From an optimization exercise on the open Yosys and OpenROAD flow, aimed at small area, a short achievable clock period and few clock cycles per item; shortcuts taken in it are not production practice.
The RTL was checked by simulation tests, not by an equivalence proof against the original design.
Power and IR drop assume default switching activity.

==> flow/design.v (excerpt) <==
module execTop (
	input logic clk,
	input logic rst,
	input logic start,
	input logic [2:0] op,  
	input logic [31:0] opA,
	input logic [31:0] opB,
	output logic [31:0] result,
	output logic neq,
	output logic lt,
	output logic done,
	output logic busy
);
For scale: about 2300 cells after synthesis, roughly 110 I/O pins.
Settings: LEC_CHECK=0, ABC_AREA=1, CAP_MARGIN=20, CORE_MARGIN=2, CORE_UTILIZATION=40, SETUP_SLACK_MARGIN=2.6, SLEW_MARGIN=20; clock period 6.0 ns.
run.sh (not shown) runs the stock make flow with config.mk's settings and CLKGATE_MAP_FILE= SYNTH_SCRIPT=/design/flow/synth_recipe.tcl, a recipe that flattens the netlist after the stock synthesis.
Testbench counts at the start, summed over its fixed seeds: cycles 15,655, ops 12,000.
==> next run, changes <==
Settings changed: SETUP_SLACK_MARGIN 2.6 to 3.0, TNS_END_PERCENT from default to 5.
Routed wire length went up by 2.0%.
Design area is higher by 1.4%.
Area after synthesis is unchanged.
Setup slack improved by 0.12 ns.
Total power is higher by 0.80%.
Combinational power came out higher by about 1%.
Global-route usage rises by 0.58 points.
Sequential cell count is unchanged.
Register-to-register slack improved by 0.12 ns.
==> next run, changes <==
Settings changed: TNS_END_PERCENT 5 to default.
- sequential power hardly moves
- cell count rose by 1.1%
- maximum frequency rose by 7.5%
- flip-flop and latch count is unchanged
- synthesized cell count stays the same
- non-clock buffer count rose by 32
- power rose by 0.82%
- die area stays the same
- via count rose by 1.1%
==> next run, changes <==
Settings changed: CTS_BUF_LIST from default to sky130_fd_sc_hd__clkbuf_4 sky130_fd_sc_hd__clkbuf_8, PLACE_DENSITY from default to 0.75.
Result: The new run ran to the end with no violations; total power shrinks by 4.4%; first-iteration DRC count grows by about 33%; design area barely changes; fmax stays flat; global-route usage shrinks by 1.2 points; die area stays the same; clock-buffer cell count shrinks by 2; clock skew hardly moves; non-clock buffer count grows by 17; synthesized area does not change; flip-flop and latch count stays the same.
==> next run, changes <==
Settings changed: CTS_BUF_LIST sky130_fd_sc_hd__clkbuf_4 sky130_fd_sc_hd__clkbuf_8 to default, PLACE_DENSITY 0.75 to default, SETUP_SLACK_MARGIN 3.0 to default.
Final area decreases by 3.9%.
Non-clock buffer count shrinks by 68.
Via count fell by 4.3%.
==> next run, changes <==
Settings changed: CTS_CLUSTER_DIAMETER from default to 100, CTS_CLUSTER_SIZE from default to 40, SETUP_SLACK_MARGIN from default to 3.0.
The changed run completed with no timing, DRC or antenna violations. Setup slack improves by 0.67 ns. Routed wire length rose by 3.4%. Area after synthesis is unchanged. Synthesized cell count does not change. First-iteration DRC count decreases by 2.5%. Sequential power stays flat. Total power increases by 1.7%.


Starting RTL as in the previous note.
==> flow/config.mk <==
export PLATFORM = sky130hd
export DESIGN_NAME = execTop
export DESIGN_NICKNAME = execTop
export VERILOG_FILES = /design/flow/design.v
export SDC_FILE = /design/flow/constraint.sdc
export NUM_CORES = 4
export LEC_CHECK = 0
export ABC_AREA = 1
export CAP_MARGIN = 20
export CORE_MARGIN = 2
export CORE_UTILIZATION = 40
export SETUP_SLACK_MARGIN = 3.6
export SLEW_MARGIN = 20
==> flow/constraint.sdc <==
create_clock -name core_clock -period 6.0 [get_ports {clk}]
set_input_delay 1.2000 -clock core_clock [delete_from_list [all_inputs] [get_ports {clk}]]
set_output_delay 1.2000 -clock core_clock [all_outputs]
set_load 0.01 [all_outputs]
The starting point completed with no timing, DRC or antenna violations.
Testbench counts at the start, summed over its fixed seeds: cycles 15,655, ops 12,000.
Next try:
--- a/flow/config.mk
+++ b/flow/config.mk
@@ -9,5 +9,5 @@
 export CAP_MARGIN = 20
 export CORE_MARGIN = 2
-export CORE_UTILIZATION = 40
-export SETUP_SLACK_MARGIN = 3.6
+export CORE_UTILIZATION = 55
+export SETUP_SLACK_MARGIN = 3.0
 export SLEW_MARGIN = 20
After rerunning: Utilization rises by 11 points; sequential share of layout area increases by 1.9 points; final area goes down by 12%.
Next try:
--- a/flow/config.mk
+++ b/flow/config.mk
@@ -6,8 +6,7 @@
 export NUM_CORES = 4
 export LEC_CHECK = 0
-export ABC_AREA = 1
 export CAP_MARGIN = 20
 export CORE_MARGIN = 2
-export CORE_UTILIZATION = 55
+export CORE_UTILIZATION = 40
 export SETUP_SLACK_MARGIN = 3.0
 export SLEW_MARGIN = 20
The changed run produced a clean layout.
Total power grows by about 10%.
Routed wire length decreases by about 1.5%.
Worst hold slack got worse by 27 ps.
Sequential power came out higher by about 6%.
Synthesized area came out higher by 2.4%.
Sequential share of layout area goes down by 0.60 points.
Die area rose by 40%.
Worst setup slack gets better by 13 ps.
First-iteration DRC count is lower by 10%.
Next try:
--- a/flow/config.mk
+++ b/flow/config.mk
@@ -6,7 +6,8 @@
 export NUM_CORES = 4
 export LEC_CHECK = 0
-export CAP_MARGIN = 20
+export ABC_AREA = 1
+export CAP_MARGIN = 10
 export CORE_MARGIN = 2
 export CORE_UTILIZATION = 40
 export SETUP_SLACK_MARGIN = 3.0
-export SLEW_MARGIN = 20
+export SLEW_MARGIN = 10
Effect: Routed wire length grows by 6.2%; die area falls by 2.3%; register-to-register slack gains 40 ps.
Next try:
--- a/flow/config.mk
+++ b/flow/config.mk
@@ -7,7 +7,8 @@
 export LEC_CHECK = 0
 export ABC_AREA = 1
-export CAP_MARGIN = 10
+export CAP_MARGIN = 20
 export CORE_MARGIN = 2
 export CORE_UTILIZATION = 40
+export CTS_BUF_LIST = sky130_fd_sc_hd__clkbuf_4 sky130_fd_sc_hd__clkbuf_8
 export SETUP_SLACK_MARGIN = 3.0
-export SLEW_MARGIN = 10
+export SLEW_MARGIN = 20
- setup slack gets worse by 47 ps
- worst hold slack is better by 7.1 ps
- power went down by 4.7%
- core utilization is lower by 0.39 points
- global-route usage stays flat
- clock power decreases by 23%
- combinational power is about the same
- synthesized cell count does not change
- critical path depth goes up by 3
- register-to-register slack got worse by 50 ps
- sequential share of layout area went up by 0.17 points


Another version of the RTL of execTop (not shown whole).
Size: about 2,200 cells after synthesis, roughly 180 flip-flops, roughly 110 I/O pins.
==> flow/design.v (excerpt) <==
module execTop (
	input logic clk,
	input logic rst,
	input logic start,
	input logic [2:0] op,  
	input logic [31:0] opA,
	input logic [31:0] opB,
	output logic [31:0] result,
	output logic neq,
	output logic lt,
	output logic done,
	output logic busy
);
	execPkg::word_t latA;
	execPkg::word_t latB;
	logic [2:0] latOp;
	logic [execPkg::mulDigits-1:0] digOne;
	logic [execPkg::mulDigits-1:0] digTwo;
	logic [execPkg::mulDigits-1:0] digNeg;
	execPkg::word_t aluSum;
	execPkg::word_t aluCarry;
	logic aluCin;
	logic aluNeq;
	logic aluLt;
	execPkg::word_t nextSum;
	execPkg::word_t nextCarry;
	execPkg::word_t accSum;
	execPkg::word_t accCarry;
	logic firstStep;
	execControl control (
		.clk(clk),
		.rst(rst),
		.start(start),
		.op(op),
		.opA(opA),
		.opB(opB),
		.latA(latA),
		.latB(latB),
		.latOp(latOp),
		.digOne(digOne),
		.digTwo(digTwo),
		.digNeg(digNeg),
		.aluSum(aluSum),
		.aluCarry(aluCarry),
		.aluCin(aluCin),
		.aluNeq(aluNeq),
		.aluLt(aluLt),
		.nextSum(nextSum),
		.nextCarry(nextCarry),
		.accSum(accSum),
		.accCarry(accCarry),
  ...
==> flow/config.mk <==
export PLATFORM = sky130hd
export DESIGN_NAME = execTop
export DESIGN_NICKNAME = execTop
export VERILOG_FILES = /design/flow/design.v
export SDC_FILE = /design/flow/constraint.sdc
export NUM_CORES = 4
export LEC_CHECK = 0
export ABC_AREA = 1
export CAP_MARGIN = 20
export CORE_MARGIN = 2
export CORE_UTILIZATION = 40
export CTS_BUF_LIST = sky130_fd_sc_hd__clkbuf_4 sky130_fd_sc_hd__clkbuf_8
export SETUP_SLACK_MARGIN = 3.0
export SLEW_MARGIN = 20
==> flow/constraint.sdc <==
create_clock -name core_clock -period 6.0 [get_ports {clk}]
set_input_delay 1.2000 -clock core_clock [delete_from_list [all_inputs] [get_ports {clk}]]
set_output_delay 1.2000 -clock core_clock [all_outputs]
set_load 0.01 [all_outputs]
The baseline completed with no timing, DRC or antenna violations.
Testbench counts at the start, summed over its fixed seeds: cycles 15,655, ops 12,000.
==> next run, changes <==
--- a/flow/config.mk
+++ b/flow/config.mk
@@ -12,3 +12,3 @@
 export CTS_BUF_LIST = sky130_fd_sc_hd__clkbuf_4 sky130_fd_sc_hd__clkbuf_8
-export SETUP_SLACK_MARGIN = 3.0
+export SETUP_SLACK_MARGIN = 3.1
 export SLEW_MARGIN = 20
Cell area grows by 1.9%. Global-route usage grows by 0.86 points. Final cell count grows by about 0.7%.


Setup of the previous run:
execTop with an RTL version that a note above also has.
Size: about 2300 cells after synthesis, ~180 flip-flops, roughly 110 I/O pins.
Settings: LEC_CHECK=0, ABC_AREA=1, CAP_MARGIN=20, CORE_MARGIN=2, CORE_UTILIZATION=40, SETUP_SLACK_MARGIN=3.1, SLEW_MARGIN=20, TNS_END_PERCENT=5; clock period 6.0 ns.
No stage failed in the previous run, and the final checks on the layout all came back clean.
Testbench counts of the previous run, summed over its fixed seeds: cycles 15,655, ops 12,000.
### the previous run -> the current run
# the previous run
export LEC_CHECK = 0
export ABC_AREA = 1
export CAP_MARGIN = 20
export CORE_MARGIN = 2
export CORE_UTILIZATION = 40
export SETUP_SLACK_MARGIN = 3.1
export SLEW_MARGIN = 20
export TNS_END_PERCENT = 5
create_clock -name core_clock -period 6.0 [get_ports {clk}]
# the current run
export LEC_CHECK = 0
export ABC_AREA = 1
export CAP_MARGIN = 20
export CORE_MARGIN = 2
export CORE_UTILIZATION = 40
export SETUP_SLACK_MARGIN = 3.3
export SLEW_MARGIN = 20
create_clock -name core_clock -period 6.0 [get_ports {clk}]
==> summary.txt <==
- Compared to the previous run, the current run has finished layout cell area 7.9% higher.
- Compared with the previous run, the current run shows a higher setup slack.
- Wire: the current run routes more than the previous run
- Est. power | the current run vs the previous run | the current run higher
- Normalized max-slew margin delta for the current run relative to the previous run: 1.7 points higher
- The higher part of the power in the clock network came out of the previous run.
- The current run vs the previous run, final worst clock skew went down by 3.9 ps.


before:
Another version of the RTL of execTop (not shown whole).
Size in the first run: roughly 2,200 cells after synthesis, roughly 190 flip-flops, about 110 I/O pins, roughly 16,000 sq um of cells after synthesis.
Settings: LEC_CHECK=0, ABC_AREA=1, CAP_MARGIN=20, CORE_MARGIN=2, CORE_UTILIZATION=40, CTS_BUF_LIST=sky130_fd_sc_hd__clkbuf_8, SETUP_SLACK_MARGIN=3.0, SLEW_MARGIN=20; clock period 6.0 ns.
Testbench counts of before, summed over its fixed seeds: cycles 15,655, ops 12,000.
## Diff of input files: after against before
Settings: CTS_BUF_LIST: sky130_fd_sc_hd__clkbuf_8 -> unset; GPL_TIMING_DRIVEN: unset -> 0.
### Flow results
- The final layout from after, which completed every stage, passed the timing, design-rule and antenna checks at the end of the flow.
- Smallest setup slack after layout, after and before, lower one = after.
- Reported for after and before, maximum count of clock buffers along a single path turned out identical to the last digit.
- after ends up with a met2 track utilization from global routing that is 7.3 points higher than in before.
- Sort after and before by transition time at the pin with the least slew margin, descending, and before comes first.
- Summary — net switching share of the total power, after relative to before: higher, by 0.21 points.


Setup of run a:
execTop again, from the RTL that the note above started with.
clock: 6.0 ns
lec_check: 0
abc_area: 1
cap_margin: 20
core_margin: 2
core_utilization: 40
cts_buf_list: sky130_fd_sc_hd__clkbuf_4 sky130_fd_sc_hd__clkbuf_8
setup_slack_margin: 3.0
slew_margin: 20
Testbench counts of run a, summed over its fixed seeds: cycles 15,655, ops 12,000.
Relative to run a, the following input files were edited for run b:
- CTS_BUF_LIST removed (was sky130_fd_sc_hd__clkbuf_4 sky130_fd_sc_hd__clkbuf_8)
- [compare] base=run a new=run b: fraction of the cycle the final worst path needs shrank by 0.42 points, inserted tap cell count closely matched the old numbers.
- Run b vs. run a: relative contribution of the clock network to total power shows an increase of 3.8 points, combinational group share of total power went down 2.7 points, transition time at the pin with the least slew margin -0.015 ns.
- On fraction of cell area in non-clock buffers: run b sits below run a.
- Comparing run a with run b, the wire length came out essentially unchanged.
- Compared with run a, in run b finished layout cell area rose by about 0.46%, overall fraction of global-route tracks in use stayed essentially flat, proportion of cell area occupied by multi-input gates fell by 0.68 points.

## what the ideal ports hide
In the flow no input, the clock included, has a driving cell. The finished layouts below were timed again as built, in two steps. Step 1 assumes that a clkbuf_16 drives the clock port and a buf_2 every other input. Step 2 also shifts input and output timing later by t, the mid clock arrival at the registers, as if the neighbouring blocks saw the same clock. Three values: ideal, step 1, step 2; two values: the first two.
run | shift t [ns] | slack for setup (ns) | worst setup path at the end | slew at the worst register clock pin (ns) | cell pins on the clock port's net
the first run of note 1 | 0.553 | 2.708 / 2.708 / 2.672 | input to register | 0.08 / 0.08 | 1
the second run of note 1 | 0.555 | 2.823 / 2.823 / 2.675 | input to register | 0.08 / 0.08 | 1
the third run of note 1 | 0.554 | 3.046 / 3.046 / 2.625 | input to register | 0.08 / 0.08 | 1
the fourth run of note 1 | 0.560 | 3.045 / 3.045 / 2.774 | input to register | 0.12 / 0.12 | 1
the fifth run of note 1 | 0.561 | 2.379 / 2.379 / 2.379 | register to register | 0.08 / 0.08 | 1
the sixth run of note 1 | 0.554 | 3.046 / 3.046 / 2.625 | input to register | 0.08 / 0.08 | 1
the first run of note 2 | 0.563 | 3.182 / 3.182 / 3.056 | input to register | 0.08 / 0.08 | 1
the second run of note 2 | 0.524 | 2.992 / 2.992 / 2.992 | register to register | 0.09 / 0.09 | 1
the third run of note 2 | 0.520 | 3.006 / 3.000 / 2.741 | input to register | 0.09 / 0.09 | 1
the fourth run of note 2 | 0.554 | 3.046 / 3.046 / 2.625 | input to register | 0.08 / 0.08 | 1
the fifth run of note 2 | 0.635 | 2.999 / 2.999 / 2.648 | input to register | 0.11 / 0.11 | 1
the first run of note 3 | 0.590 | 3.051 / 3.024 / 2.607 | input to register | 0.11 / 0.11 | 1
the second run of note 3 | 0.600 | 3.101 / 3.101 / 2.664 | input to register | 0.11 / 0.11 | 1
the previous run | 0.564 | 3.033 / 3.033 / 2.692 | input to register | 0.09 / 0.09 | 1
the current run | 0.557 | 3.194 / 3.194 / 3.076 | input to register | 0.08 / 0.08 | 1
before | 0.583 | 3.005 / 3.005 / 2.608 | input to register | 0.12 / 0.12 | 1
after | 0.559 | 2.984 / 2.984 / 2.508 | input to register | 0.09 / 0.09 | 1
run a | 0.583 | 3.005 / 3.005 / 2.608 | input to register | 0.12 / 0.12 | 1
run b | 0.528 | 3.030 / 3.030 / 2.623 | input to register | 0.08 / 0.08 | 1
After both steps setup and hold are still met in every run listed. For after, which loses most, drivers alone change the setup slack by 0.000 ns; drivers and shift together by -0.476 ns.
